This is an optimization exercise on Yosys and OpenROAD, whose aim is small area and few clock cycles per item, not a production implementation.
Function was checked by simulation only, so behaviour that the tests miss may differ from the original.

## flow/design.v (module list and top-level ports; edited modules follow where they fit)
// module plc_regs: 30 lines
// module plc_front: 79 lines
// module plc_div: 2596 lines
// module plc_mul: 487 lines
// module piecewise_linear_interpolator_core: 84 lines
module piecewise_linear_interpolator_core (
    input  logic                                i_clk,
    input  logic                                i_rst_n,
    input  logic                                start,
    output logic                                busy,
    input  logic signed [plc_pkg::SAMPLE_W-1:0] i_sample_in,
    output logic                                o_done,
    output logic signed [plc_pkg::VALUE_W-1:0]  o_curve_value,
    output logic [plc_pkg::SEG_W-1:0]           o_segment_index,
    output logic                                o_zero_width_error,
    output logic                                o_overflow_flag,
    input  logic                                i_cfg_valid,
    output logic                                o_cfg_ready,
    input  logic [plc_pkg::CFG_IDX_W-1:0]       i_cfg_index,
    input  logic [plc_pkg::CFG_DATA_W-1:0]      i_cfg_data
);
  // ...
==> flow/run.sh <==
#!/bin/bash
# synth_recipe.tcl (not shown) runs the flow's synth.tcl, then flattens the netlist and writes it again
# the make line also repeats each setting of config.mk as NAME=value (left out here)
make -C /OpenROAD-flow-scripts/flow DESIGN_CONFIG=/design/flow/config.mk WORK_HOME=/design/flow/orfs CLKGATE_MAP_FILE= SYNTH_SCRIPT=/design/flow/synth_recipe.tcl finish
==> flow/config.mk <==
export PLATFORM = sky130hd
export DESIGN_NAME = piecewise_linear_interpolator_core
export DESIGN_NICKNAME = piecewise_linear_interpolator_core
export VERILOG_FILES = /design/flow/design.v
export SDC_FILE = /design/flow/constraint.sdc
export NUM_CORES = 4
export LEC_CHECK = 0
export ABC_AREA = 1
export CAP_MARGIN = 20
export CORE_MARGIN = 2
export CORE_UTILIZATION = 55
export CTS_BUF_LIST = sky130_fd_sc_hd__clkbuf_8
export PLACE_DENSITY = 0.7
export SLEW_MARGIN = 20
==> flow/constraint.sdc <==
create_clock -name core_clock -period 10.0 [get_ports {i_clk}]
set_input_delay 2.0000 -clock core_clock [delete_from_list [all_inputs] [get_ports {i_clk}]]
set_output_delay 2.0000 -clock core_clock [all_outputs]
set_load 0.01 [all_outputs]
==> impl_metrics.env, run 1 <==
export IMPL_status="no timing/DRC/antenna violations"
export IMPL_cap_viol_max_count=0
export IMPL_track_usage_pct=29.1
export IMPL_buffer_area_share_pct=3.26
export IMPL_startpoint_type="register"
export IMPL_synth_compound_area_share_pct=15.7
export IMPL_antennaDiodeCount=7
export IMPL_grt_pass1_wl_um=257000
export IMPL_yosys_area_share_adder_pct=19.8
export IMPL_synth_top_family_by_area="simple AND/OR/NAND/NOR gates"
export IMPL_r2r_start="u_front.r2_b[9]"
export IMPL_totalWireLength_um=161000
export IMPL_fin_crit_ns=9.73
export IMPL_synthCells=8099
export IMPL_drive_gt1_share_pct=7.36
export IMPL_fin_nets=9031
export IMPL_tap_cells=1391
export IMPL_synth_area_um2=58200
export IMPL_clockBufferDepth=3
export IMPL_worst_r2r_cell_count=44
export IMPL_seq_area_um2=15000
export IMPL_reg2reg_slack_ns=0.58
export IMPL_synth_area_leader_cell="dfxtp_1"
export IMPL_synth_xor_area_share_pct=7.16
export IMPL_multi_input_gates=5782
export IMPL_inverters=1285
export IMPL_num_clock_buffers=152
export IMPL_synthDominantCellAreaShare_pct=25.8
export IMPL_postCtsHoldBufs=0
export IMPL_coreArea_um2=105000
export IMPL_crit_start="u_div.p7_dvd[1]"
export IMPL_port_buffers=95
export IMPL_syn_area_per_cell_um2=7.19
export IMPL_multi_input_area_um2=37500
export IMPL_dp_hpwl_um=121000
export IMPL_worst_path_max_delay_cell="fa_2"
export IMPL_routed_via_density=5.47
Testbench counts, summed over its fixed seeds: cycles 17,024, items 16,000.
==> run 2: changes to the inputs <==
--- a/flow/config.mk
+++ b/flow/config.mk
@@ -10,5 +10,4 @@
 export CORE_MARGIN = 2
-export CORE_UTILIZATION = 55
-export CTS_BUF_LIST = sky130_fd_sc_hd__clkbuf_8
-export PLACE_DENSITY = 0.7
+export CORE_UTILIZATION = 40
+export PLACE_DENSITY = 0.6
 export SLEW_MARGIN = 20
==> impl_metrics.env, run 2 <==
export IMPL_grt_max_degree=102
export IMPL_synthCells=8099
export IMPL_gp_congestion=0.918
export IMPL_worstMarginPinSlew_ns=1.01
export IMPL_cts_tree="yes"
export IMPL_dp_cells=9921
export IMPL_cp_end_kind="output port"
export IMPL_rows=140
export IMPL_skew_ns=0.0368
export IMPL_via_count=52007
export IMPL_drv_slew=0
export IMPL_synth_warning_count=4
export IMPL_start_util_pct=40.2
export IMPL_grt_pass1_vias=49304
export IMPL_coreArea_um2=145000
export IMPL_numCtsBuffers=84
export IMPL_synth_area_leader_cell="dfxtp_1"
export IMPL_synthDominantCellAreaShare_pct=25.8
export IMPL_ys_top_cells_by_count="nand2_1, inv_1, dfxtp_1"
export IMPL_setup_viol=0
export IMPL_cts_clk_slew_worst_paths_ns=0.07
export IMPL_final_cell_mix="nand2_1, inv_1, dfxtp_1"
export IMPL_clockBufferDepth=3
export IMPL_antenna_found_initial=7
export IMPL_wl_per_cell_um=16.5
export IMPL_ys_seq_elements=751
export IMPL_synthDistinctLibCells=68
export IMPL_postCtsHoldBufs=0
export IMPL_netlist_top_cells_area="dfxtp_1, ha_1, nand2_1"
export IMPL_grt_pass1_wl_um=267000
export IMPL_h_tree_depth=3
export IMPL_startpoint_type="register"
export IMPL_clock_sinks=751
export IMPL_layout_setup_ws_ns=0.585
export IMPL_port_buffers=95
export IMPL_synthFlopType="dfxtp_1"
export IMPL_worst_setup_path_type="register to output port"
export IMPL_seq_area_um2=15000
export IMPL_first_pass_iters=5
export IMPL_cp_common_cell="nand2_1"
export IMPL_dp_slack_ns=-0.0730
export IMPL_crit_fanout=8
export IMPL_root_buffer="clkbuf_16"
export IMPL_drive_gt1_share_pct=5.87
export IMPL_rsz0062_at_grt="true"
export IMPL_final_period_utilization_pct=94.1
export IMPL_required_ns=8.00
export IMPL_synth_nets=8948
export IMPL_fill_cells=14679
export IMPL_dieArea_um2=149000
export IMPL_dp_hpwl_um=128000
export IMPL_critPathMaxStageDelay_ns=0.40
export IMPL_status="no timing/DRC/antenna violations"
export IMPL_route_detailed_drc=0
export IMPL_critPathArrivalTime_ns=7.41
export IMPL_drtIter0Drc=3482
export IMPL_synth_area_um2=58200
export IMPL_hold_viol=0
export IMPL_gr_total_overflow=0
export IMPL_hp_class="register to register"
export IMPL_synth_edf_count=0
export IMPL_ant_nets=0
export IMPL_syn_area_per_cell_um2=7.19
export IMPL_instances_no_fill=10109
export IMPL_io_pins=97
export IMPL_multi_input_area_um2=37300
export IMPL_totalWireLength_um=167000
export IMPL_dieHeight_um=386
export IMPL_layout_commonest_cell="nand2_1"
export IMPL_maxSlewHeadroom_pct=32.0
export IMPL_fin_crit_ns=9.41
export IMPL_fin_nets=8974
export IMPL_worst_path_max_delay_cell="fa_2"
export IMPL_die_w_um=386
export IMPL_synth_most_common_cell="nand2_1"
export IMPL_clk_latency_ns=0.68
export IMPL_routed_via_density=5.14
export IMPL_max_clock_freq_mhz=106
export IMPL_track_usage_pct=22.2
export IMPL_synth_seq_area_share_pct=25.8
export IMPL_async_flop_share_pct=0
export IMPL_synthToLayoutAreaGrowth_pct=10.9
export IMPL_cap_viol_max_count=0
run 2: layout make-up:
type / count / share of cell area [%]
Timing Repair inverter: 4 / 0.0388
Antenna cell: 3 / 0.0116
Multi-Input combinational cell: 5779 / 57.8
Inverter: 1284 / 7.51
Timing Repair Buffer: 221 / 3.15
Tap cell: 1917 / 3.72
Clock buffer: 101 / 3.48
Sequential cell: 751 / 23.3
Clock inverter: 49 / 0.981
run 2: critical path, delay by kind of cell (launching register included):
| kind | cells | cell delay, ns |
|---|---|---|
| XOR/XNOR | 1 | 0.19 |
| adder cells (fa/ha/maj) | 5 | 1.48 |
| AO/OA/AOI/OAI | 9 | 1.17 |
| flip-flops | 1 | 0.32 |
| buffers and inverters | 7 | 0.83 |
| AND/OR/NAND/NOR | 26 | 2.72 |
run 2: through the flow:
step | area, µm² | setup TNS [ns] | hold slack (ns) | util (%)
finish | 64600 | 0 | 0.309 | 44.5
global route | 64600 | -0.231 | 0.324 | 44.5
CTS | 64000 | 0 | 0.308 | 44.1
detailed placement | 61000 | -0.218 | 0.312 | 42.0
global placement | 61000 | -0.0565 | 0.310 | 42.0
floorplan | 58200 | 0 | 0.310 | -
run 2: what timing repair did:
item                       4_1_cts  5_1_grt
hold endpoints to repair         0        0
resized for setup               27      108
gates cloned                     1        5
pin swaps                        4       24
buffers inserted                 4       24
setup endpoints to repair       39       66
run 2: path summary, 6_finish.rpt:
check / from / endpoint / slack (ns) / cells past startpoint
max: u_div.p7_dvd[1] / o_curve_value[24] / 0.59 / 48
max reg2reg: u_front.r2_b[7] / u_div.p1_rem[1] / 0.63 / 46
min: u_div.p3_dvd[5] / u_div.p4_dvd[5] / 0.31 / 0
min reg2reg: u_div.p3_dvd[5] / u_div.p4_dvd[5] / 0.31 / 0
run 2: metal layers:
| metal | wire length [µm] | track usage (%) |
|---|---|---|
| met1 | 77000 | 29.9 |
| met2 | 77800 | 37.5 |
| met3 | 7770 | 2.24 |
| met4 | 4550 | 6.25 |
| met5 | 0 | 0 |
run 2: kinds of logic after synthesis:
kind of cell	share of synthesized area [%]
other	0.00644
flip-flops	25.8
XOR/XNOR	7.16
adder cells (fa/ha/maj)	19.8
buffers and inverters	10.6
AO/OA/AOI/OAI	15.7
AND/OR/NAND/NOR	20.9
multiplexers	0.0688
==> module plc_regs, before the edit <==
module plc_regs (
    input  logic                 i_clk,
    input  logic                 i_rst_n,
    input  logic                 i_cfg_valid,
    input  logic [3:0]           i_cfg_index,
    input  logic [31:0]          i_cfg_data,
    output logic [6:0][15:0]     o_px,
    output logic [6:0][15:0]     o_py,
    output logic [2:0]           o_count
);
    always_ff @(posedge i_clk) begin
        if (!i_rst_n) begin
            o_count <= plc_pkg::PCOUNT_RESET;
            for (int k = 0; k < 7; k++) begin
                o_px[k] <= 16'(k == 1);
                o_py[k] <= 16'(k == 1);
            end
        end else if (i_cfg_valid) begin
            if (i_cfg_index == 4'd0) begin
                o_count <= i_cfg_data[2:0];
            end
            for (int k = 0; k < 7; k++) begin
                if (i_cfg_index == 4'(k + 1)) begin
                    o_px[k] <= i_cfg_data[31:16];
                    o_py[k] <= i_cfg_data[15:0];
                end
            end
        end
    end
endmodule
==> module plc_front, before the edit <==
module plc_front (
    input  logic               i_clk,
    input  logic               i_rst_n,
    input  logic               i_valid,
    input  logic signed [16:0] i_sample_in,
    input  logic [6:0][15:0]   i_px,
    input  logic [6:0][15:0]   i_py,
    input  logic [2:0]         i_count,
    output logic               o_valid,
    output logic [5:0]         o_tag,      
    output logic [31:0]        o_dvd,
    output logic [15:0]        o_dvs
);
    logic [5:1] n1_ge;
    logic [2:0] n1_seg;
    logic       n1_neg;
    always_comb begin
        n1_neg = i_sample_in[16];
        for (int k = 1; k <= 5; k++) begin
            n1_ge[k] = (i_sample_in[15:0] >= i_px[k]) && (i_count >= 3'(k + 2));
        end
        if (n1_neg || !n1_ge[1])      n1_seg = 3'd0;
        else if (!n1_ge[2])           n1_seg = 3'd1;
        else if (!n1_ge[3])           n1_seg = 3'd2;
        else if (!n1_ge[4])           n1_seg = 3'd3;
        else if (!n1_ge[5])           n1_seg = 3'd4;
        else                          n1_seg = 3'd5;
    end
    logic        r1_valid;
    logic        r1_neg;
    logic [15:0] r1_s;
    logic [2:0]  r1_seg;
    assign r1_valid = i_valid;
    assign r1_neg   = n1_neg;
    assign r1_s     = i_sample_in[15:0];
    assign r1_seg   = n1_seg;
    logic [15:0] w_x0, w_x1, w_y0, w_y1;
    logic signed [16:0] n2_dx, n2_dy, n2_ds;
    logic        n2_zero;
    logic        n2_byp;
    logic [15:0] n2_adx, n2_ady, n2_ads;
    always_comb begin
        w_x0 = i_px[r1_seg];
        w_x1 = i_px[r1_seg + 3'd1];
        w_y0 = i_py[r1_seg];
        w_y1 = i_py[r1_seg + 3'd1];
        n2_dx = $signed({1'b0, w_x1}) - $signed({1'b0, w_x0});
        n2_ds = $signed({1'b0, r1_s}) - $signed({1'b0, w_x0});
        n2_dy = $signed({w_y1[15], w_y1}) - $signed({w_y0[15], w_y0});
        n2_zero = (w_x1 == w_x0);
        n2_byp  = r1_neg || n2_zero;
        n2_adx = n2_dx[16] ? 16'(-n2_dx) : n2_dx[15:0];
        n2_ads = n2_ds[16] ? 16'(-n2_ds) : n2_ds[15:0];
        n2_ady = n2_dy[16] ? 16'(-n2_dy) : n2_dy[15:0];
    end
    logic        r2_valid;
    logic [5:0]  r2_tag;
    logic [15:0] r2_a, r2_b, r2_d;
    always_ff @(posedge i_clk) begin
        if (!i_rst_n) r2_valid <= 1'b0;
        else          r2_valid <= r1_valid;
    end
    always_ff @(posedge i_clk) begin
        r2_tag <= {r1_seg, !r1_neg && n2_zero, n2_dx[16] ^ n2_ds[16] ^ n2_dy[16], 1'b0};
        r2_a   <= n2_byp ? 16'd0 : n2_ady;
        r2_b   <= n2_ads;
        r2_d   <= {n2_adx[15:1], n2_adx[0] | n2_zero};
    end
    logic [31:0] w_p;
    plc_mul u_mul (
        .i_a (r2_a),
        .i_b (r2_b),
        .o_p (w_p)
    );
    assign o_valid = r2_valid;
    assign o_tag   = r2_tag;
    assign o_dvd   = w_p;
    assign o_dvs   = r2_d;
endmodule
==> module piecewise_linear_interpolator_core, before the edit <==
module piecewise_linear_interpolator_core (
    input  logic                                i_clk,
    input  logic                                i_rst_n,
    input  logic                                start,
    output logic                                busy,
    input  logic signed [plc_pkg::SAMPLE_W-1:0] i_sample_in,
    output logic                                o_done,
    output logic signed [plc_pkg::VALUE_W-1:0]  o_curve_value,
    output logic [plc_pkg::SEG_W-1:0]           o_segment_index,
    output logic                                o_zero_width_error,
    output logic                                o_overflow_flag,
    input  logic                                i_cfg_valid,
    output logic                                o_cfg_ready,
    input  logic [plc_pkg::CFG_IDX_W-1:0]       i_cfg_index,
    input  logic [plc_pkg::CFG_DATA_W-1:0]      i_cfg_data
);
    logic [6:0][15:0] w_px;
    logic [6:0][15:0] w_py;
    logic [2:0]       w_count;
    logic             f_valid;
    logic [5:0]       f_tag;
    logic [31:0]      f_dvd;
    logic [15:0]      f_dvs;
    logic             d_valid;
    logic [5:0]       d_tag;
    logic [31:0]      d_quo;
    logic             r_busy;
    always_ff @(posedge i_clk) begin
        if (!i_rst_n) r_busy <= 1'b1;
        else          r_busy <= 1'b0;
    end
    assign busy        = r_busy;
    assign o_cfg_ready = 1'b1;
    plc_regs u_regs (
        .i_clk       (i_clk),
        .i_rst_n     (i_rst_n),
        .i_cfg_valid (i_cfg_valid),
        .i_cfg_index (i_cfg_index),
        .i_cfg_data  (i_cfg_data),
        .o_px        (w_px),
        .o_py        (w_py),
        .o_count     (w_count)
    );
    plc_front u_front (
        .i_clk       (i_clk),
        .i_rst_n     (i_rst_n),
        .i_valid     (start && !r_busy),
        .i_sample_in (i_sample_in),
        .i_px        (w_px),
        .i_py        (w_py),
        .i_count     (w_count),
        .o_valid     (f_valid),
        .o_tag       (f_tag),
        .o_dvd       (f_dvd),
        .o_dvs       (f_dvs)
    );
    plc_div u_div (
        .i_clk   (i_clk),
        .i_rst_n (i_rst_n),
        .i_valid (f_valid),
        .i_tag   (f_tag),
        .i_dvd   (f_dvd),
        .i_dvs   (f_dvs),
        .o_valid (d_valid),
        .o_tag   (d_tag),
        .o_quo   (d_quo)
    );
    logic [2:0]         w_seg;
    logic signed [15:0] w_y0;
    logic signed [33:0] w_sum;
    logic               w_ovf;
    always_comb begin
        w_seg = d_tag[5:3];
        w_y0  = w_py[w_seg];
        if (d_tag[1]) w_sum = 34'(w_y0) - $signed({2'b00, d_quo});
        else          w_sum = 34'(w_y0) + $signed({2'b00, d_quo});
        w_ovf = (w_sum[33:31] != 3'b000) && (w_sum[33:31] != 3'b111);
    end
    assign o_done             = d_valid;
    assign o_segment_index    = w_seg;
    assign o_zero_width_error = d_tag[2];
    assign o_overflow_flag    = w_ovf;
    assign o_curve_value      = !w_ovf ? w_sum[31:0] : (w_sum[33] ? 32'sh8000_0000 : 32'sh7fff_ffff);
endmodule
==> run 3: changes to the inputs <==
--- a/flow/design.v
+++ b/flow/design.v
@@ -22,18 +22,22 @@
 );
+    logic [31:0] w_data;     
+    logic [31:0] w_data1;    
+    logic [2:0]  w_cnt;
+    logic [7:0]  w_we;
+    always_comb begin
+        w_data  = i_rst_n ? i_cfg_data : 32'h0;
+        w_data1 = {w_data[31:17], w_data[16] | !i_rst_n, w_data[15:1], w_data[0] | !i_rst_n};
+        w_cnt   = i_rst_n ? i_cfg_data[2:0] : plc_pkg::PCOUNT_RESET;
+        for (int k = 0; k < 8; k++) begin
+            w_we[k] = !i_rst_n || (i_cfg_valid && i_cfg_index == 4'(k));
+        end
+    end
     always_ff @(posedge i_clk) begin
-        if (!i_rst_n) begin
-            o_count <= plc_pkg::PCOUNT_RESET;
-            for (int k = 0; k < 7; k++) begin
-                o_px[k] <= 16'(k == 1);
-                o_py[k] <= 16'(k == 1);
-            end
-        end else if (i_cfg_valid) begin
-            if (i_cfg_index == 4'd0) begin
-                o_count <= i_cfg_data[2:0];
-            end
-            for (int k = 0; k < 7; k++) begin
-                if (i_cfg_index == 4'(k + 1)) begin
-                    o_px[k] <= i_cfg_data[31:16];
-                    o_py[k] <= i_cfg_data[15:0];
-                end
+        if (w_we[0]) o_count <= w_cnt;
+    end
+    for (genvar k = 0; k < 7; k++) begin : g_pt
+        always_ff @(posedge i_clk) begin
+            if (w_we[k + 1]) begin
+                if (k == 1) {o_px[k], o_py[k]} <= w_data1;
+                else        {o_px[k], o_py[k]} <= w_data;
             end
@@ -80,2 +84,3 @@
     logic [15:0] w_x0, w_x1, w_y0, w_y1;
+    logic [5:0]  w_oh;
     logic signed [16:0] n2_dx, n2_dy, n2_ds;
@@ -85,6 +90,18 @@
     always_comb begin
-        w_x0 = i_px[r1_seg];
-        w_x1 = i_px[r1_seg + 3'd1];
-        w_y0 = i_py[r1_seg];
-        w_y1 = i_py[r1_seg + 3'd1];
+        w_oh[0] = n1_neg || !n1_ge[1];
+        w_oh[1] = !n1_neg && n1_ge[1] && !n1_ge[2];
+        w_oh[2] = !n1_neg && n1_ge[1] && n1_ge[2] && !n1_ge[3];
+        w_oh[3] = !n1_neg && n1_ge[1] && n1_ge[2] && n1_ge[3] && !n1_ge[4];
+        w_oh[4] = !n1_neg && n1_ge[1] && n1_ge[2] && n1_ge[3] && n1_ge[4] && !n1_ge[5];
+        w_oh[5] = !n1_neg && n1_ge[1] && n1_ge[2] && n1_ge[3] && n1_ge[4] && n1_ge[5];
+        w_x0 = '0;
+        w_x1 = '0;
+        w_y0 = '0;
+        w_y1 = '0;
+        for (int k = 0; k < 6; k++) begin
+            w_x0 = w_x0 | ({16{w_oh[k]}} & i_px[k]);
+            w_x1 = w_x1 | ({16{w_oh[k]}} & i_px[k + 1]);
+            w_y0 = w_y0 | ({16{w_oh[k]}} & i_py[k]);
+            w_y1 = w_y1 | ({16{w_oh[k]}} & i_py[k + 1]);
+        end
         n2_dx = $signed({1'b0, w_x1}) - $signed({1'b0, w_x0});
@@ -3280,5 +3297,7 @@
         w_seg = d_tag[5:3];
-        w_y0  = w_py[w_seg];
-        if (d_tag[1]) w_sum = 34'(w_y0) - $signed({2'b00, d_quo});
-        else          w_sum = 34'(w_y0) + $signed({2'b00, d_quo});
+        w_y0  = '0;
+        for (int k = 0; k < 6; k++) begin
+            w_y0 = w_y0 | ({16{w_seg == 3'(k)}} & w_py[k]);
+        end
+        w_sum = 34'(w_y0) + $signed({2'b00, d_quo} ^ {34{d_tag[1]}}) + 34'(d_tag[1]);
         w_ovf = (w_sum[33:31] != 3'b000) && (w_sum[33:31] != 3'b111);
==> impl_metrics.env, run 3 <==
export IMPL_r2r_end="u_div.p1_rem[1]"
export IMPL_r2r_start="u_front.r2_b[9]"
export IMPL_hold_path_depth=0
export IMPL_hold_viol=0
export IMPL_cts_clk_slew_worst_paths_ns=0.06
export IMPL_postCtsHoldBufs=0
export IMPL_status="no timing/DRC/antenna violations"
export IMPL_clock_sinks=751
export IMPL_worst_r2r_cell_count=43
export IMPL_track_usage_pct=20.5
export IMPL_synth_nets=7820
export IMPL_antennaDiodeCount=0
export IMPL_min_from="u_div.p6_quo[18]"
export IMPL_dieArea_um2=142000
export IMPL_synthDistinctLibCells=79
export IMPL_worst_path_max_delay_cell="clkdlybuf4s50_1"
export IMPL_hp_class="register to register"
export IMPL_synth_most_common_cell="nand2_1"
export IMPL_worst_setup_path_type="register to output port"
export IMPL_critPathArrivalTime_ns=7.40
export IMPL_first_pass_iters=6
export IMPL_ant_nets=0
export IMPL_cp_common_cell="nand2_1"
export IMPL_final_cell_mix="nand2_1, inv_1, ha_1"
export IMPL_via_count=45313
export IMPL_fin_tns_setup_ns=0
export IMPL_totalWireLength_um=147000
export IMPL_io_pins=97
export IMPL_dieHeight_um=376
export IMPL_finish_utilization_pct=45.2
export IMPL_h_tree_depth=3
export IMPL_synth_seq_area_share_pct=31.2
export IMPL_coreArea_um2=137000
export IMPL_die_w_um=376
export IMPL_async_flop_share_pct=0
export IMPL_critPathMaxStageDelay_ns=0.52
export IMPL_grt_pass1_wl_um=234000
export IMPL_synth_edf_count=227
export IMPL_fill_cells=13439
export IMPL_antenna_found_initial=0
export IMPL_final_period_utilization_pct=94.0
export IMPL_layout_commonest_cell="nand2_1"
export IMPL_synthFlopType="dfxtp_1"
export IMPL_fin_crit_ns=9.40
export IMPL_ys_seq_elements=751
export IMPL_wl_per_cell_um=16.4
export IMPL_synthCells=6973
export IMPL_whs_endpoint="u_div.p7_quo[22]"
export IMPL_cts_tree="yes"
export IMPL_numCtsBuffers=81
export IMPL_required_ns=8.00
export IMPL_max_clock_freq_mhz=106
export IMPL_root_buffer="clkbuf_16"
export IMPL_drv_slew=0
export IMPL_maxSlewHeadroom_pct=34.5
export IMPL_cp_buffers_inverters=5
export IMPL_clk_latency_ns=0.70
export IMPL_startpoint_type="register"
export IMPL_synthToLayoutAreaGrowth_pct=12.0
export IMPL_path_delay_family="simple AND/OR/NAND/NOR gates"
export IMPL_netlist_top_cells_area="dfxtp_1, ha_1, edfxtp_1"
export IMPL_skew_ns=0.0280
export IMPL_syn_area_per_cell_um2=7.96
export IMPL_rows=136
export IMPL_crit_fanout=5
export IMPL_gr_total_overflow=0
export IMPL_fin_nets=7929
export IMPL_synth_warning_count=4
export IMPL_gp_congestion=0.909
export IMPL_cp_end_kind="output port"
export IMPL_synthDominantCellAreaShare_pct=18.9
export IMPL_clockBufferDepth=3
export IMPL_port_buffers=95
export IMPL_dp_cells=8743
export IMPL_setup_viol=0
export IMPL_grt_max_degree=51
export IMPL_synth_area_leader_cell="dfxtp_1"
export IMPL_drive_gt1_share_pct=7.26
export IMPL_route_detailed_drc=0
export IMPL_synth_area_um2=55500
export IMPL_reg2reg_slack_ns=0.77
export IMPL_cap_viol_max_count=0
export IMPL_whs_ns=0.321
export IMPL_ys_top_cells_by_count="nand2_1, inv_1, ha_1"
export IMPL_rsz0062_at_grt="true"
export IMPL_grt_pass1_vias=43764
export IMPL_dp_hpwl_um=113000
export IMPL_crit_cells=44
export IMPL_routed_via_density=5.07
export IMPL_worstMarginPinSlew_ns=0.980
export IMPL_start_util_pct=40.4
export IMPL_drtIter0Drc=3282
export IMPL_instances_no_fill=8943
-- run 3: changes by cell type after synthesis, moves of 166 or more --
| cell | change |
|---|---|
| a21oi_1 | -265 |
| dfxtp_1 | -227 |
| edfxtp_1 | +227 |
| inv_1 | -166 |
| nand3_1 | -198 |
| o21ai_0 | -327 |
-- run 3: worst register-to-register path, delay by kind of cell, from the launching register on --
kind                       cells  cell delay [ns]
xor gates and xnor gates       2             0.29
buffers and inverters         10             1.39
adders and majority gates     10             4.22
muxes                          1             0.17
DFF                            1             0.30
and+or+nand+nor               14             1.84
AOI/OAI and AO/OA              6             0.86
-- run 3: per-stage QoR --
stage | setup slack, ns | instance area [µm²]
floorplan | 1.05 | 55500
global placement | 0.590 | 58400
detailed placement | 0.375 | 58400
CTS | 0.00874 | 61300
global route | -0.0817 | 62100
finish | 0.604 | 62100
-- run 3: final cells by class --
type	count	area, µm²	area share (%)
well taps	1794	2240	3.61
multi-input cells	4921	33400	53.8
clock buffers	107	2270	3.65
repair buffers	206	2010	3.23
flip-flops and latches	751	17300	27.9
inverters	1121	4230	6.81
clock inverters	43	643	1.03
-- run 3: logic make-up (layout without fill, tap and decap cells) --
kind of cell | count (synthesis) | in the layout | share of synthesized area (%)
buffers and inverters | 1304 | 1477 | 9.19
xor gates and xnor gates | 472 | 472 | 7.46
and+or+nand+nor | 2602 | 2604 | 20.2
muxes | 7 | 7 | 0.126
adders and majority gates | 790 | 790 | 20.7
DFF | 751 | 751 | 31.2
AOI/OAI and AO/OA | 1046 | 1047 | 11.1
other | 1 | 1 | 0.00676
-- run 3: worst max path at each step --
stage	startpoint	to	slack (ns)
6_report	u_div.p7_dvd[1]	o_curve_value[23]	0.60
5_1_grt	u_div.p7_dvd[1]	o_curve_value[23]	-0.08
4_1_cts	u_div.p7_dvd[1]	o_curve_value[26]	0.009
3_5_place_dp	u_div.p2_dvs[0]	u_div.p3_rem[13]	0.37
3_3_place_gp	u_div.p2_dvs[0]	u_div.p3_rem[13]	0.59
2_1_floorplan	u_div.p2_dvs[0]	u_div.p3_rem[12]	1.05
-- run 3: routing by layer --
layer	global-route usage (%)	part of all wire, %	vias up
li1	-	-	22830
met1	27.8	46	21074
met2	33.9	46	1180
met3	2.79	5.5	229
met4	6.37	3.0	0
met5	0	0	-
-- run 3: what timing repair did --
action,4_1_cts,5_1_grt
gates resized for setup,7,92
pin swaps,0,16
gates cloned,0,6
endpoints found under the setup margin,27,112
setup buffers,0,44
hold endpoints to repair,0,0
Testbench counts of run 3, summed over its fixed seeds: cycles 17,024, items 16,000.
==> run 4: changes to the inputs <==
==> flow/flow/run.sh (new file) <==
#!/bin/bash
# Layout flow: the standard synthesis, then the combinational logic between the registers
# is mapped again by ABC with a delay-targeted script (registers, their names and cell types
# are kept as the standard synthesis made them), then the standard layout from floorplan on.
# Each tool's output goes to a log file of its own in the work folder.
set -euo pipefail
cd "$(dirname "$0")/.."
WORK=$(pwd)
R=$WORK/orfs/results/${FLOW_PLATFORM}/piecewise_linear_interpolator_core/base
LIB=$FLOW_HOME/platforms/${FLOW_PLATFORM}/lib/sky130_fd_sc_hd__tt_025C_1v80.lib
YOSYS=$(command -v yosys || echo "$FLOW_HOME/../tools/install/yosys/bin/yosys")

# 1. standard synthesis
bash standard.sh synth > "$WORK/flow_synth.log" 2>&1

# 2. remap the combinational logic
cp "$R/1_2_yosys.v" "$WORK/synth_standard.v"
SEQ=$(grep -o 'sky130_fd_sc_hd__[a-z0-9_]*' "$WORK/synth_standard.v" | sort -u \
      | grep -E '__(df|edf|sdf|dl|conb)' | tr '\n' ' ')
DU=$(sed -n 's/^ *\(sky130_fd_sc_hd__[a-z0-9_]*\).*$/-dont_use \1/p' "$WORK/flow/dont_use.txt" | tr '\n' ' ')
cat > "$WORK/remap.ys" <<EOT
read_liberty -ignore_miss_func $LIB
read_verilog -sv $WORK/synth_standard.v
hierarchy -top $FLOW_TOP
setattr -mod -set blackbox 1 $SEQ
flatten
hierarchy -top $FLOW_TOP
opt_clean -purge
abc -script $WORK/flow/remap.abc -liberty $LIB $DU
read_liberty -lib -ignore_redef $LIB
opt_clean -purge
setundef -zero
hilomap -singleton -hicell sky130_fd_sc_hd__conb_1 HI -locell sky130_fd_sc_hd__conb_1 LO
splitnets
opt_clean -purge
insbuf -buf sky130_fd_sc_hd__buf_4 A X
check -assert
tee -o $WORK/remap_stat.txt stat -liberty $LIB
write_verilog -noattr -nohex -nodec $WORK/synth_remapped.v
EOT
"$YOSYS" -l "$WORK/flow_remap.log" -q "$WORK/remap.ys" > /dev/null 2>&1
cp "$WORK/synth_remapped.v" "$R/1_2_yosys.v"
rm -f "$R/1_synth.odb" "$R/1_synth.sdc"

# 3. standard layout from the remapped netlist
bash standard.sh > "$WORK/flow_layout.log" 2>&1
test -f "$WORK/out/final.def"
==> flow/flow/dont_use.txt (new file) <==
sky130_fd_sc_hd__lpflow_bleeder_1
sky130_fd_sc_hd__lpflow_clkbufkapwr_1
sky130_fd_sc_hd__lpflow_clkbufkapwr_16
sky130_fd_sc_hd__lpflow_clkbufkapwr_2
sky130_fd_sc_hd__lpflow_clkbufkapwr_4
sky130_fd_sc_hd__lpflow_clkbufkapwr_8
sky130_fd_sc_hd__lpflow_clkinvkapwr_1
sky130_fd_sc_hd__lpflow_clkinvkapwr_16
sky130_fd_sc_hd__lpflow_clkinvkapwr_2
sky130_fd_sc_hd__lpflow_clkinvkapwr_4
sky130_fd_sc_hd__lpflow_clkinvkapwr_8
sky130_fd_sc_hd__lpflow_decapkapwr_12
sky130_fd_sc_hd__lpflow_decapkapwr_3
sky130_fd_sc_hd__lpflow_decapkapwr_4
sky130_fd_sc_hd__lpflow_decapkapwr_6
sky130_fd_sc_hd__lpflow_decapkapwr_8
sky130_fd_sc_hd__lpflow_inputiso0n_1
sky130_fd_sc_hd__lpflow_inputiso0p_1
sky130_fd_sc_hd__lpflow_inputiso1n_1
sky130_fd_sc_hd__lpflow_inputiso1p_1
sky130_fd_sc_hd__lpflow_inputisolatch_1
sky130_fd_sc_hd__lpflow_isobufsrc_1
sky130_fd_sc_hd__lpflow_isobufsrc_16
sky130_fd_sc_hd__lpflow_isobufsrc_2
sky130_fd_sc_hd__lpflow_isobufsrc_4
sky130_fd_sc_hd__lpflow_isobufsrc_8
sky130_fd_sc_hd__lpflow_isobufsrckapwr_16
sky130_fd_sc_hd__lpflow_lsbuf_lh_hl_isowell_tap_1
sky130_fd_sc_hd__lpflow_lsbuf_lh_hl_isowell_tap_2
sky130_fd_sc_hd__lpflow_lsbuf_lh_hl_isowell_tap_4
sky130_fd_sc_hd__lpflow_lsbuf_lh_isowell_4
sky130_fd_sc_hd__lpflow_lsbuf_lh_isowell_tap_1
sky130_fd_sc_hd__lpflow_lsbuf_lh_isowell_tap_2
sky130_fd_sc_hd__lpflow_lsbuf_lh_isowell_tap_4
sky130_fd_sc_hd__probe_p_8
sky130_fd_sc_hd__probec_p_8
==> flow/flow/remap.abc (new file) <==
strash
dch -f
map -D 8000
topo
stime -c
buffer -c
upsize -c
dnsize -c
==> flow/standard.sh (new file) <==
#!/bin/bash
# synth_recipe.tcl (not shown) runs the flow's synth.tcl, then flattens the netlist and writes it again
# the make line also repeats each setting of config.mk as NAME=value (left out here)
make -C /OpenROAD-flow-scripts/flow DESIGN_CONFIG=/design/flow/config.mk WORK_HOME=/design/flow/orfs CLKGATE_MAP_FILE= SYNTH_SCRIPT=/design/flow/synth_recipe.tcl "${@:-finish}"
removed: flow/run.sh
==> impl_metrics.env, run 4 <==
export IMPL_hp_class="register to register"
export IMPL_clockBufferDepth=3
export IMPL_dp_slack_ns=0.0690
export IMPL_cts_clk_slew_worst_paths_ns=0.06
export IMPL_fin_tns_setup_ns=0
export IMPL_instances_no_fill=9998
export IMPL_maxSlewHeadroom_pct=23.6
export IMPL_die_w_um=366
export IMPL_postCtsHoldBufs=0
export IMPL_io_pins=97
export IMPL_synthToLayoutAreaGrowth_pct=17.2
export IMPL_synth_warning_count=4
export IMPL_h_tree_depth=3
export IMPL_drtIter0Drc=3742
export IMPL_first_pass_iters=5
export IMPL_numCtsBuffers=84
export IMPL_cap_viol_max_count=0
export IMPL_worstMarginPinSlew_ns=1.15
export IMPL_whs_ns=0.314
export IMPL_required_ns=10.57
export IMPL_dp_cells=9681
export IMPL_dieHeight_um=366
export IMPL_routed_via_density=5.10
export IMPL_port_buffers=95
export IMPL_grt_pass1_wl_um=241000
export IMPL_antennaDiodeCount=0
export IMPL_max_clock_freq_mhz=103
export IMPL_ant_nets=0
export IMPL_coreArea_um2=130000
export IMPL_hold_viol=0
export IMPL_start_util_pct=40.4
export IMPL_worst_setup_path_type="register to register"
export IMPL_fin_nets=8243
export IMPL_antenna_found_initial=3
export IMPL_fin_crit_ns=9.76
export IMPL_skew_ns=0.0405
export IMPL_rsz0062_at_grt="true"
export IMPL_worst_path_max_delay_cell="maj3_2"
export IMPL_cp_end_kind="register"
export IMPL_critPathMaxStageDelay_ns=0.38
export IMPL_dp_hpwl_um=118000
export IMPL_final_cell_mix="nor2_1, inv_1, nand2_1"
export IMPL_gr_total_overflow=0
export IMPL_final_period_utilization_pct=97.6
export IMPL_cts_tree="yes"
export IMPL_startpoint_type="register"
export IMPL_status="no timing/DRC/antenna violations"
export IMPL_syn_area_per_cell_um2=6.67
export IMPL_layout_commonest_cell="nor2_1"
export IMPL_gp_congestion=0.923
export IMPL_drive_gt1_share_pct=12.4
export IMPL_totalWireLength_um=160000
export IMPL_drv_slew=0
export IMPL_critPathArrivalTime_ns=10.32
export IMPL_crit_fanout=7
export IMPL_via_count=51015
export IMPL_rows=132
export IMPL_route_detailed_drc=0
export IMPL_synthCells=7871
export IMPL_setup_viol=0
export IMPL_clk_latency_ns=0.73
export IMPL_root_buffer="clkbuf_16"
export IMPL_synth_nets=7928
export IMPL_clock_sinks=751
export IMPL_final_area_um2=61600
export IMPL_placed_area_um2=56000
export IMPL_grt_max_degree=43
export IMPL_dieArea_um2=134000
export IMPL_grt_pass1_vias=46507
export IMPL_cp_common_cell="nand2_2"
export IMPL_synth_area_um2=52500
export IMPL_wl_per_cell_um=16.0
export IMPL_track_usage_pct=22.2
export IMPL_layout_setup_ws_ns=0.244
## run 4: through the flow
step	util [%]
final	47.4
after global routing	47.4
after CTS	45.5
after detailed placement	43.1
after global placement	43.1
after floorplan	-
## run 4: final cells by class
| type | count | area, µm² |
|---|---|---|
| Fill cell | 12925 | 68400 |
| Multi-Input combinational cell | 5641 | 30400 |
| Sequential cell | 751 | 17300 |
| Inverter | 1294 | 4970 |
| Timing Repair Buffer | 412 | 3610 |
| Clock buffer | 107 | 2390 |
| Tap cell | 1742 | 2180 |
| Clock inverter | 49 | 671 |
| Timing Repair inverter | 2 | 16.3 |
## run 4: path summary, 6_finish.rpt
path	slack [ns]	cells past startpoint	startpoint	end
setup / recovery	0.24	70	u_div.p4_dvs[0]	u_div.p5_rem[10]
hold / removal	0.31	0	u_div.p5_dvd[3]	u_div.p6_dvd[3]
setup reg to reg	0.24	70	u_div.p4_dvs[0]	u_div.p5_rem[10]
hold reg to reg	0.31	0	u_div.p5_dvd[3]	u_div.p6_dvd[3]
## run 4: timing repair
item	CTS	global route
setup buffers	3	144
setup endpoints to repair	32	131
gates cloned	0	14
gates resized for setup	18	366
pin swaps	6	124
## run 4: worst max-delay path, delay by kind of cell, from the launching register on
family          cells  cell delay, ns
fa+ha+maj           1            0.38
buf+inv            11            1.16
flops               1            0.37
compound gates     26            4.01
simple gates       32            3.71
## run 4: metal layers
layer	share of wire (%)	up-vias	GRT usage [%]
li1	-	25934	-
met1	43	23280	27.6
met2	47	1469	38.0
met3	5.7	332	2.73
met4	4.3	0	10.5
met5	0	-	0
==> run 5: changes to the inputs <==
==> flow/flow/remap.abc (replaced) <==
strash
dch -f
map -D 6500
topo
stime -c
buffer -c
upsize -c
dnsize -c
--- a/flow/config.mk
+++ b/flow/config.mk
@@ -11,2 +11,4 @@
 export CORE_UTILIZATION = 40
+export CTS_CLUSTER_DIAMETER = 100
+export CTS_CLUSTER_SIZE = 20
 export PLACE_DENSITY = 0.6
==> impl_metrics.env, run 5 <==
export IMPL_fin_crit_ns=9.43
export IMPL_fin_tns_setup_ns=0
export IMPL_worstMarginPinSlew_ns=1.11
export IMPL_startpoint_type="register"
export IMPL_cts_tree="yes"
export IMPL_path_delay_family="compound AO/OA/AOI/OAI gates"
export IMPL_worst_setup_path_type="register to output port"
export IMPL_cap_viol_max_count=0
export IMPL_wl_per_cell_um=16.0
export IMPL_setup_viol=0
export IMPL_synth_warning_count=4
export IMPL_final_cell_mix="nor2_1, nand2_1, inv_1"
export IMPL_postCtsHoldBufs=0
export IMPL_numCtsBuffers=48
export IMPL_instances_no_fill=9730
export IMPL_drtIter0Drc=3786
export IMPL_clk_latency_ns=0.70
export IMPL_io_pins=97
export IMPL_fill_cells=13281
export IMPL_finish_utilization_pct=44.6
export IMPL_min_from="u_div.p1_dvd[11]"
export IMPL_final_period_utilization_pct=94.3
export IMPL_reg2reg_slack_ns=0.89
export IMPL_maxSlewHeadroom_pct=24.0
export IMPL_gr_total_overflow=0
export IMPL_synthCells=7850
export IMPL_via_count=49897
export IMPL_start_util_pct=40.4
export IMPL_synth_nets=7907
export IMPL_root_buffer="clkbuf_16"
export IMPL_hp_class="register to register"
export IMPL_hold_path_depth=0
export IMPL_crit_fanout=6
export IMPL_totalWireLength_um=156000
export IMPL_synthToLayoutAreaGrowth_pct=10.3
export IMPL_h_tree_depth=2
export IMPL_crit_cells=56
export IMPL_port_buffers=95
export IMPL_fin_nets=8016
export IMPL_r2r_start="u_div.p3_dvs[2]"
export IMPL_required_ns=8.00
export IMPL_hold_viol=0
export IMPL_dieArea_um2=134000
export IMPL_gp_congestion=0.945
export IMPL_cts_clk_slew_worst_paths_ns=0.08
export IMPL_critPathArrivalTime_ns=7.43
export IMPL_route_detailed_drc=0
export IMPL_syn_area_per_cell_um2=6.69
export IMPL_skew_ns=0.0822
export IMPL_die_w_um=366
export IMPL_coreArea_um2=130000
export IMPL_routed_via_density=5.13
export IMPL_first_pass_iters=9
export IMPL_grt_pass1_vias=46040
export IMPL_layout_setup_ws_ns=0.572
export IMPL_dp_slack_ns=0.0580
export IMPL_cp_end_kind="output port"
export IMPL_ant_nets=0
export IMPL_dieHeight_um=366
export IMPL_cp_buffers_inverters=9
export IMPL_rows=132
export IMPL_max_clock_freq_mhz=106
export IMPL_synth_area_um2=52500
export IMPL_grt_max_degree=43
export IMPL_dp_hpwl_um=120000
export IMPL_worst_path_max_delay_cell="dfxtp_2"
export IMPL_clock_sinks=751
export IMPL_whs_endpoint="u_div.p2_dvd[11]"
export IMPL_clockBufferDepth=3
export IMPL_r2r_end="u_div.p4_rem[12]"
export IMPL_drive_gt1_share_pct=7.54
export IMPL_status="no timing/DRC/antenna violations"
export IMPL_drv_slew=0
export IMPL_layout_commonest_cell="nor2_1"
export IMPL_dp_cells=9627
export IMPL_worst_r2r_cell_count=60
export IMPL_grt_pass1_wl_um=243000
export IMPL_track_usage_pct=22.2
export IMPL_critPathMaxStageDelay_ns=0.34
export IMPL_cp_common_cell="nand2_1"
export IMPL_antenna_found_initial=4
-- run 5: cell types whose count changed in the layout (fill, tap and decap cells not counted), sizes merged, moves of 18 or more --
cell	delta
clkbuf	-45
a21oi	-18
nand2	+112
buf	-165
nor2	-115
clkinv	-26
inv	-77
o21ai	-19
-- run 5: what timing repair did --
action / CTS / global route
buffers inserted: 2 / 20
resized for setup: 24 / 159
gates cloned: 0 / 2
endpoints found under the setup margin: 32 / 125
pin swaps: 6 / 35
-- run 5: cell type report --
class / instances / area [µm²] / area share (%)
clock inverter: 13 / 214 / 0.369
sequential: 751 / 17300 / 29.9
inverter: 1213 / 4600 / 7.94
multi-input combinational: 5699 / 30200 / 52.0
antenna: 1 / 2.50 / 0.00432
timing repair buffer: 246 / 2190 / 3.78
tap: 1742 / 2180 / 3.76
clock buffer: 65 / 1300 / 2.24
-- run 5: worst max-delay path by stage --
stage / startpoint / to / slack (ns)
CTS: u_div.p7_dvs[0] / o_curve_value[25] / 0.01
floorplan: u_div.p7_dvs[0] / o_curve_value[28] / 1.70
global route: u_div.p7_dvs[0] / o_curve_value[0] / -0.05
global placement: u_div.p7_dvs[0] / o_curve_value[28] / 0.27
detailed placement: u_div.p7_dvs[0] / o_curve_value[27] / 0.06
finish: u_div.p7_dvs[0] / o_curve_value[30] / 0.57
-- run 5: per-stage QoR --
stage / area (µm²) / hold slack, ns
detailed placement: 55700 / 0.312
floorplan: 52500 / 0.310
finish: 58000 / 0.313
CTS: 57300 / 0.315
global placement: 55700 / 0.310
global route: 58000 / 0.317
-- run 5: metal layers --
layer	up-vias	track usage, %	wire length [µm]
met5	-	0	0
met4	0	7.73	5440
met3	275	2.44	8520
met2	1425	38.7	73400
met1	22652	28.4	68100
li1	25545	-	-
-- run 5: worst reg2reg max path: cells and delay by family (launching register included) --
| kind | cells | cell delay (ns) |
|---|---|---|
| buf+inv | 4 | 0.73 |
| compound gates | 27 | 3.95 |
| simple gates | 29 | 3.84 |
| flops | 1 | 0.48 |
==> run 6: changes to the inputs <==
==> flow/flow/remap.abc (replaced) <==
strash
dc2
dch -f
map -D 6500
topo
stime -c
buffer -c
upsize -c
dnsize -c
strash
dc2
dch -f
map -D 6500
topo
stime -c
buffer -c
upsize -c
dnsize -c
==> impl_metrics.env, run 6 <==
export IMPL_postCtsHoldBufs=0
export IMPL_die_w_um=365
export IMPL_hold_viol=0
export IMPL_start_util_pct=40.3
export IMPL_fin_tns_setup_ns=-26.59
export IMPL_io_pins=97
export IMPL_setup_viol=33
export IMPL_wl_per_cell_um=15.3
export IMPL_h_tree_depth=2
export IMPL_hp_class="register to register"
export IMPL_clk_latency_ns=0.70
export IMPL_ant_nets=0
export IMPL_clockBufferDepth=3
export IMPL_dp_slack_ns=-0.743
export IMPL_layout_setup_ws_ns=-0.902
export IMPL_worst_setup_path_type="register to output port"
export IMPL_skew_ns=0.0581
export IMPL_synth_area_um2=52100
export IMPL_drive_gt1_share_pct=12.5
export IMPL_max_clock_freq_mhz=91.7
export IMPL_crit_fanout=6
export IMPL_grt_max_degree=36
export IMPL_worstMarginPinSlew_ns=1.06
export IMPL_track_usage_pct=20.6
export IMPL_critPathMaxStageDelay_ns=0.36
export IMPL_clock_sinks=751
export IMPL_dieHeight_um=365
export IMPL_synthToLayoutAreaGrowth_pct=11.1
export IMPL_synth_warning_count=4
export IMPL_dieArea_um2=133000
export IMPL_rows=132
export IMPL_fin_crit_ns=10.90
export IMPL_cap_viol_max_count=0
export IMPL_instances_no_fill=9267
export IMPL_port_buffers=95
export IMPL_critPathArrivalTime_ns=8.90
export IMPL_numCtsBuffers=47
export IMPL_drtIter0Drc=3264
export IMPL_gr_total_overflow=0
export IMPL_cts_clk_slew_worst_paths_ns=0.08
export IMPL_cp_end_kind="output port"
export IMPL_worst_path_max_delay_cell="or3_4"
export IMPL_cp_buffers_inverters=6
export IMPL_synthCells=7308
export IMPL_synth_nets=7365
export IMPL_fin_nets=7553
export IMPL_first_pass_iters=6
export IMPL_finish_utilization_pct=44.7
export IMPL_path_delay_family="compound AO/OA/AOI/OAI gates"
export IMPL_totalWireLength_um=142000
export IMPL_antenna_found_initial=0
export IMPL_syn_area_per_cell_um2=7.13
export IMPL_grt_pass1_vias=43278
export IMPL_dp_cells=9116
export IMPL_rsz0062_at_grt="true"
export IMPL_startpoint_type="register"
export IMPL_required_ns=8.00
export IMPL_violations="negative setup slack"
export IMPL_gp_congestion=0.935
export IMPL_grt_pass1_wl_um=224000
export IMPL_status="complete, but fails checks"
export IMPL_cp_common_cell="nand2_2"
export IMPL_drv_slew=0
export IMPL_r2r_start="u_div.p3_dvs[0]"
export IMPL_root_buffer="clkbuf_16"
export IMPL_coreArea_um2=129000
export IMPL_via_count=46905
export IMPL_dp_hpwl_um=108000
export IMPL_route_detailed_drc=0
export IMPL_crit_start="u_div.p7_rem[0]"
export IMPL_cts_tree="yes"
export IMPL_routed_via_density=5.06
export IMPL_final_cell_mix="nand2_1, inv_1, nor2_1"
export IMPL_antennaDiodeCount=0
export IMPL_min_from="u_div.p6_quo[3]"
export IMPL_final_period_utilization_pct=109
export IMPL_layout_commonest_cell="nand2_1"
export IMPL_maxSlewHeadroom_pct=27.3
## run 6: changes by cell type in the layout (fill, tap and decap cells not counted), sizes merged, moves of 91 or more
cell   previous run  this run
nor2           1603       905
nand2          1365      1859
inv            1192       947
a21oi           422       276
nand3           146       288
buf             153       260
o21ai           565       474
## run 6: final timing paths
path	to	slack (ns)	depth (start not counted)
worst max-delay path	o_curve_value[4]	-0.90	65
worst min-delay path	u_div.p7_quo[7]	0.31	0
worst max register to register	u_div.p4_rem[8]	0.94	68
worst min register to register	u_div.p7_quo[7]	0.31	0
## run 6: metrics by stage
| step | area [µm²] | hold WS [ns] |
|---|---|---|
| 4_1_cts | 57300 | 0.317 |
| 6_report | 57800 | 0.311 |
| 3_3_place_gp | 55400 | 0.310 |
| 2_1_floorplan | 52100 | 0.310 |
| 5_1_grt | 57800 | 0.322 |
| 3_5_place_dp | 55400 | 0.312 |
## run 6: repair_timing
| item | 4_1_cts | 5_1_grt |
|---|---|---|
| setup buffers | 35 | 31 |
| resized for setup | 175 | 61 |
| gates cloned | 2 | 6 |
| pin swaps | 10 | 19 |
| endpoints found under the setup margin | 33 | 111 |
## run 6: cell type report
class                           count  area [µm²]
Fill cell                       12929       71500
Sequential cell                   751       17300
Clock buffer                       62        1240
Tap cell                         1742        2180
Timing Repair Buffer              324        2790
Multi-Input combinational cell   5414       30400
Clock inverter                     16         268
Inverter                          958        3680
## run 6: routing by layer
metal	vias to the layer above	wire (µm)	GRT usage [%]
li1	24183	-	-
met1	21461	61900	26.0
met2	1040	67400	36.5
met3	221	6690	2.08
met4	0	5480	6.94
met5	-	0	0
==> run 7: changes to the inputs <==
--- a/flow/flow/run.sh
+++ b/flow/flow/run.sh
@@ -45,3 +45,3 @@
 # 3. standard layout from the remapped netlist
-bash standard.sh > "$WORK/flow_layout.log" 2>&1
+bash standard.sh "BUFFER_PORTS_ARGS=-buffer_cell sky130_fd_sc_hd__buf_2" finish > "$WORK/flow_layout.log" 2>&1
 test -f "$WORK/out/final.def"
==> flow/flow/remap.abc (replaced) <==
strash
dch -f
map -D 8000
topo
stime -c
buffer -c
upsize -c
dnsize -c
==> impl_metrics.env, run 7 <==
export IMPL_crit_fanout=7
export IMPL_worst_setup_path_type="register to register"
export IMPL_dieHeight_um=366
export IMPL_final_period_utilization_pct=96.9
export IMPL_placed_area_um2=55200
export IMPL_cap_viol_max_count=0
export IMPL_fin_crit_ns=9.69
export IMPL_dp_hpwl_um=117000
export IMPL_worstMarginPinSlew_ns=1.03
export IMPL_status="no timing/DRC/antenna violations"
export IMPL_io_pins=97
export IMPL_synth_area_um2=52500
export IMPL_worst_path_max_delay_cell="dfxtp_4"
export IMPL_dieArea_um2=134000
export IMPL_cts_clk_slew_worst_paths_ns=0.08
export IMPL_gr_total_overflow=0
export IMPL_first_pass_iters=6
export IMPL_max_clock_freq_mhz=103
export IMPL_clk_latency_ns=0.71
export IMPL_clockBufferDepth=3
export IMPL_drv_slew=0
export IMPL_synthToLayoutAreaGrowth_pct=11.9
export IMPL_grt_pass1_wl_um=238000
export IMPL_root_buffer="clkbuf_16"
export IMPL_die_w_um=366
export IMPL_final_cell_mix="nor2_1, inv_1, nand2_1"
export IMPL_maxSlewHeadroom_pct=31.1
export IMPL_fin_tns_setup_ns=0
export IMPL_drtIter0Drc=3916
export IMPL_routed_via_density=5.11
export IMPL_synthCells=7871
export IMPL_wl_per_cell_um=15.7
export IMPL_numCtsBuffers=50
export IMPL_antennaDiodeCount=0
export IMPL_track_usage_pct=21.8
export IMPL_cp_end_kind="register"
export IMPL_startpoint_type="register"
export IMPL_critPathArrivalTime_ns=10.22
export IMPL_h_tree_depth=2
export IMPL_fill_cells=13159
export IMPL_final_area_um2=58800
export IMPL_layout_commonest_cell="nor2_1"
export IMPL_skew_ns=0.0682
export IMPL_fin_nets=8115
export IMPL_coreArea_um2=130000
export IMPL_antenna_found_initial=2
export IMPL_clock_sinks=751
export IMPL_ant_nets=0
export IMPL_start_util_pct=40.4
export IMPL_setup_viol=0
export IMPL_synth_warning_count=4
export IMPL_hold_viol=0
export IMPL_required_ns=10.54
export IMPL_route_detailed_drc=0
export IMPL_synth_nets=7928
export IMPL_hp_class="register to register"
export IMPL_gp_congestion=0.918
export IMPL_cp_common_cell="o21ai_2"
export IMPL_grt_max_degree=43
export IMPL_drive_gt1_share_pct=11.2
export IMPL_totalWireLength_um=155000
export IMPL_rows=132
export IMPL_critPathMaxStageDelay_ns=0.38
export IMPL_grt_pass1_vias=45674
export IMPL_syn_area_per_cell_um2=6.67
export IMPL_rsz0062_at_grt="true"
export IMPL_port_buffers=95
export IMPL_via_count=50185
export IMPL_cts_tree="yes"
run 7: path summary, 6_finish.rpt:
check / start / endpoint / slack, ns / cells past startpoint
max: u_div.p4_dvs[0] / u_div.p5_rem[10] / 0.31 / 70
min: u_div.p6_quo[12] / u_div.p7_quo[16] / 0.31 / 0
max reg2reg: u_div.p4_dvs[0] / u_div.p5_rem[10] / 0.31 / 70
min reg2reg: u_div.p6_quo[12] / u_div.p7_quo[16] / 0.31 / 0
run 7: routing by layer:
layer	vias up	wire [µm]	GRT usage [%]
li1	25634	-	-
met2	1359	73200	37.9
met1	22877	67200	27.6
met5	-	0	0
met4	0	5860	8.14
met3	315	8240	2.34
run 7: area by class of cell:
class,count,area [µm²],share of cell area (%)
multi-input combinational,5640,30400,51.7
sequential,751,17300,29.5
inverter,1294,4960,8.44
timing repair buffer,319,2340,3.99
tap,1742,2180,3.71
clock buffer,66,1320,2.25
clock inverter,14,220,0.375
timing repair inverter,2,12.5,0.0213
run 7: critical path: cells and delay by family, from the launching register on:
kind                     cells  cell delay, ns
AO/OA/AOI/OAI               30            4.32
AND/OR/NAND/NOR             28            3.49
buffers and inverters       11            0.96
flip-flops                   1            0.38
adder cells (fa/ha/maj)      1            0.37
run 7: repair_timing:
action / CTS / global route
buffers inserted: 1 / 102
endpoints found under the hold margin: 0 / 0
setup endpoints to repair: 34 / 130
gates resized for setup: 16 / 285
pin swaps: 2 / 96
cloned: 0 / 8
hold buffers: 0 / 0
run 7: stage by stage:
step / utilization, % / hold slack, ns / cells / setup slack [ns]
floorplan: - / 0.310 / 7871 / 1.63
global placement: 42.4 / 0.310 / 9636 / 0.171
detailed placement: 42.4 / 0.312 / 9636 / -0.0105
CTS: 43.7 / 0.319 / 9717 / -0.0504
global route: 45.2 / 0.315 / 9828 / -0.391
finish: 45.2 / 0.313 / 9828 / 0.313
==> run 8: changes to the inputs <==
==> flow/flow/remap.abc (replaced) <==
strash
dch -f
map -D 6500
topo
stime -c
buffer -c
upsize -c
dnsize -c
--- a/flow/config.mk
+++ b/flow/config.mk
@@ -12,3 +12,3 @@
 export CTS_CLUSTER_DIAMETER = 100
-export CTS_CLUSTER_SIZE = 20
+export CTS_CLUSTER_SIZE = 24
 export PLACE_DENSITY = 0.6
==> impl_metrics.env, run 8 <==
export IMPL_clk_latency_ns=0.69
export IMPL_cp_common_cell="nand2_1"
export IMPL_synth_nets=7907
export IMPL_grt_max_degree=43
export IMPL_hp_class="register to register"
export IMPL_dp_hpwl_um=116000
export IMPL_fin_tns_setup_ns=0
export IMPL_h_tree_depth=2
export IMPL_worst_setup_path_type="register to output port"
export IMPL_final_area_um2=57300
export IMPL_fin_crit_ns=9.49
export IMPL_dp_slack_ns=0.182
export IMPL_critPathMaxStageDelay_ns=0.60
export IMPL_cp_end_kind="output port"
export IMPL_io_pins=97
export IMPL_setup_viol=0
export IMPL_postCtsHoldBufs=0
export IMPL_first_pass_iters=9
export IMPL_clock_sinks=751
export IMPL_grt_pass1_vias=45639
export IMPL_hold_viol=0
export IMPL_synth_area_um2=52500
export IMPL_synthToLayoutAreaGrowth_pct=9.07
export IMPL_layout_commonest_cell="nor2_1"
export IMPL_required_ns=8.00
export IMPL_cts_clk_slew_worst_paths_ns=0.09
export IMPL_cts_tree="yes"
export IMPL_hold_path_depth=0
export IMPL_startpoint_type="register"
export IMPL_syn_area_per_cell_um2=6.69
export IMPL_totalWireLength_um=153000
export IMPL_via_count=49649
export IMPL_crit_start="u_div.p7_dvs[0]"
export IMPL_start_util_pct=40.4
export IMPL_wl_per_cell_um=15.7
export IMPL_root_buffer="clkbuf_16"
export IMPL_skew_ns=0.0703
export IMPL_track_usage_pct=21.8
export IMPL_synthCells=7850
export IMPL_cap_viol_max_count=0
export IMPL_drive_gt1_share_pct=8.57
export IMPL_layout_setup_ws_ns=0.507
export IMPL_gp_congestion=0.916
export IMPL_final_cell_mix="nor2_1, nand2_1, inv_1"
export IMPL_clockBufferDepth=3
export IMPL_crit_fanout=7
export IMPL_dieHeight_um=366
export IMPL_r2r_start="u_div.p3_dvs[1]"
export IMPL_die_w_um=366
export IMPL_ant_nets=0
export IMPL_antenna_found_initial=4
export IMPL_max_clock_freq_mhz=105
export IMPL_dieArea_um2=134000
export IMPL_placed_area_um2=55000
export IMPL_worstMarginPinSlew_ns=1.06
export IMPL_synth_warning_count=4
export IMPL_rows=132
export IMPL_maxSlewHeadroom_pct=28.7
export IMPL_fin_nets=7993
export IMPL_drv_slew=0
export IMPL_route_detailed_drc=0
export IMPL_worst_r2r_cell_count=56
export IMPL_drtIter0Drc=3315
export IMPL_gr_total_overflow=0
export IMPL_coreArea_um2=130000
export IMPL_routed_via_density=5.12
export IMPL_numCtsBuffers=42
export IMPL_final_period_utilization_pct=94.9
export IMPL_status="no timing/DRC/antenna violations"
export IMPL_port_buffers=95
export IMPL_grt_pass1_wl_um=239000
export IMPL_critPathArrivalTime_ns=7.49
export IMPL_worst_path_max_delay_cell="a311oi_1"
export IMPL_min_from="u_div.p1_dvd[13]"
run 8: path summary, 6_finish.rpt:
kind	slack, ns	end
setup / recovery	0.51	o_curve_value[30]
setup reg to reg	0.92	u_div.p4_rem[5]
hold reg to reg	0.31	u_div.p2_dvd[13]
hold / removal	0.31	u_div.p2_dvd[13]
run 8: stage by stage:
| step | hold slack [ns] | std cells | util, % |
|---|---|---|---|
| after detailed placement | 0.312 | 9598 | 42.3 |
| after floorplan | 0.310 | 7850 | - |
| after global placement | 0.310 | 9597 | 42.3 |
| final | 0.308 | 9706 | 44.1 |
| after CTS | 0.299 | 9669 | 43.5 |
| after global routing | 0.312 | 9705 | 44.1 |
run 8: what timing repair did:
action	in CTS	in global routing
pin swaps	3	43
gates cloned	0	5
endpoints found under the setup margin	32	126
gates resized for setup	12	135
setup buffers	1	30
run 8: critical path, delay by kind of cell, from the launching register on:
family / cells / cell delay [ns]
buf+inv: 6 / 0.53
simple gates: 26 / 2.54
flops: 1 / 0.34
compound gates: 20 / 3.09
xor+xnor: 1 / 0.29
run 8: area by class of cell:
type,instances,area (µm²)
repair buffers,226,1510
diodes,2,5.00
well taps,1742,2180
clock inverters,15,256
flip-flops and latches,751,17300
fillers,13332,72700
multi-input cells,5702,30300
clock buffers,55,1150
inverters,1213,4600
run 8: layer usage:
| metal | global-route usage (%) | share of wire, % | vias up |
|---|---|---|---|
| met5 | 0 | 0 | - |
| met4 | 7.64 | 3.4 | 0 |
| met3 | 3.25 | 6.2 | 305 |
| met2 | 37.6 | 47 | 1343 |
| met1 | 27.5 | 43 | 22514 |
| li1 | - | - | 25487 |

==> what the ideal ports hide <==
In the flow no input, the clock included, has a driving cell. The finished layouts below were timed again as built, in two steps. Step 1 (the two cells are an assumption about what drives the block):
set clk [get_ports {i_clk}]
set_driving_cell -lib_cell sky130_fd_sc_hd__clkbuf_16 $clk
set_driving_cell -lib_cell sky130_fd_sc_hd__buf_2 [delete_from_list [all_inputs] $clk]
Step 2 times the ports against the registers' clock, not the clock port: input delays grow and output delays shrink by t, the midpoint of the rising clock arrivals with the driver on. Three values: no drivers, after step 1, after step 2; two values: the first two.
run	shift t [ns]	slack for setup (ns)	latest minus earliest clock arrival (ns)	cell pins on the clock port's net
run 1	0.879	0.267 / 0.196 / 0.576	0.102 / 0.103	1
run 2	0.730	0.585 / 0.514 / 0.632	0.041 / 0.040	1
run 3	0.755	0.604 / 0.531 / 0.773	0.035 / 0.034	1
run 4	0.776	0.244 / 0.244 / 0.136	0.071 / 0.071	1
run 5	0.736	0.572 / 0.499 / 0.572	0.083 / 0.083	1
run 6	0.741	-0.902 / -0.974 / -0.233	0.067 / 0.066	1
run 7	0.744	0.313 / 0.313 / 0.313	0.084 / 0.084	1
run 8	0.730	0.507 / 0.429 / 0.769	0.070 / 0.070	1
For run 4, which loses most, drivers alone change the setup slack by 0.000 ns; drivers and shift together by -0.108 ns.
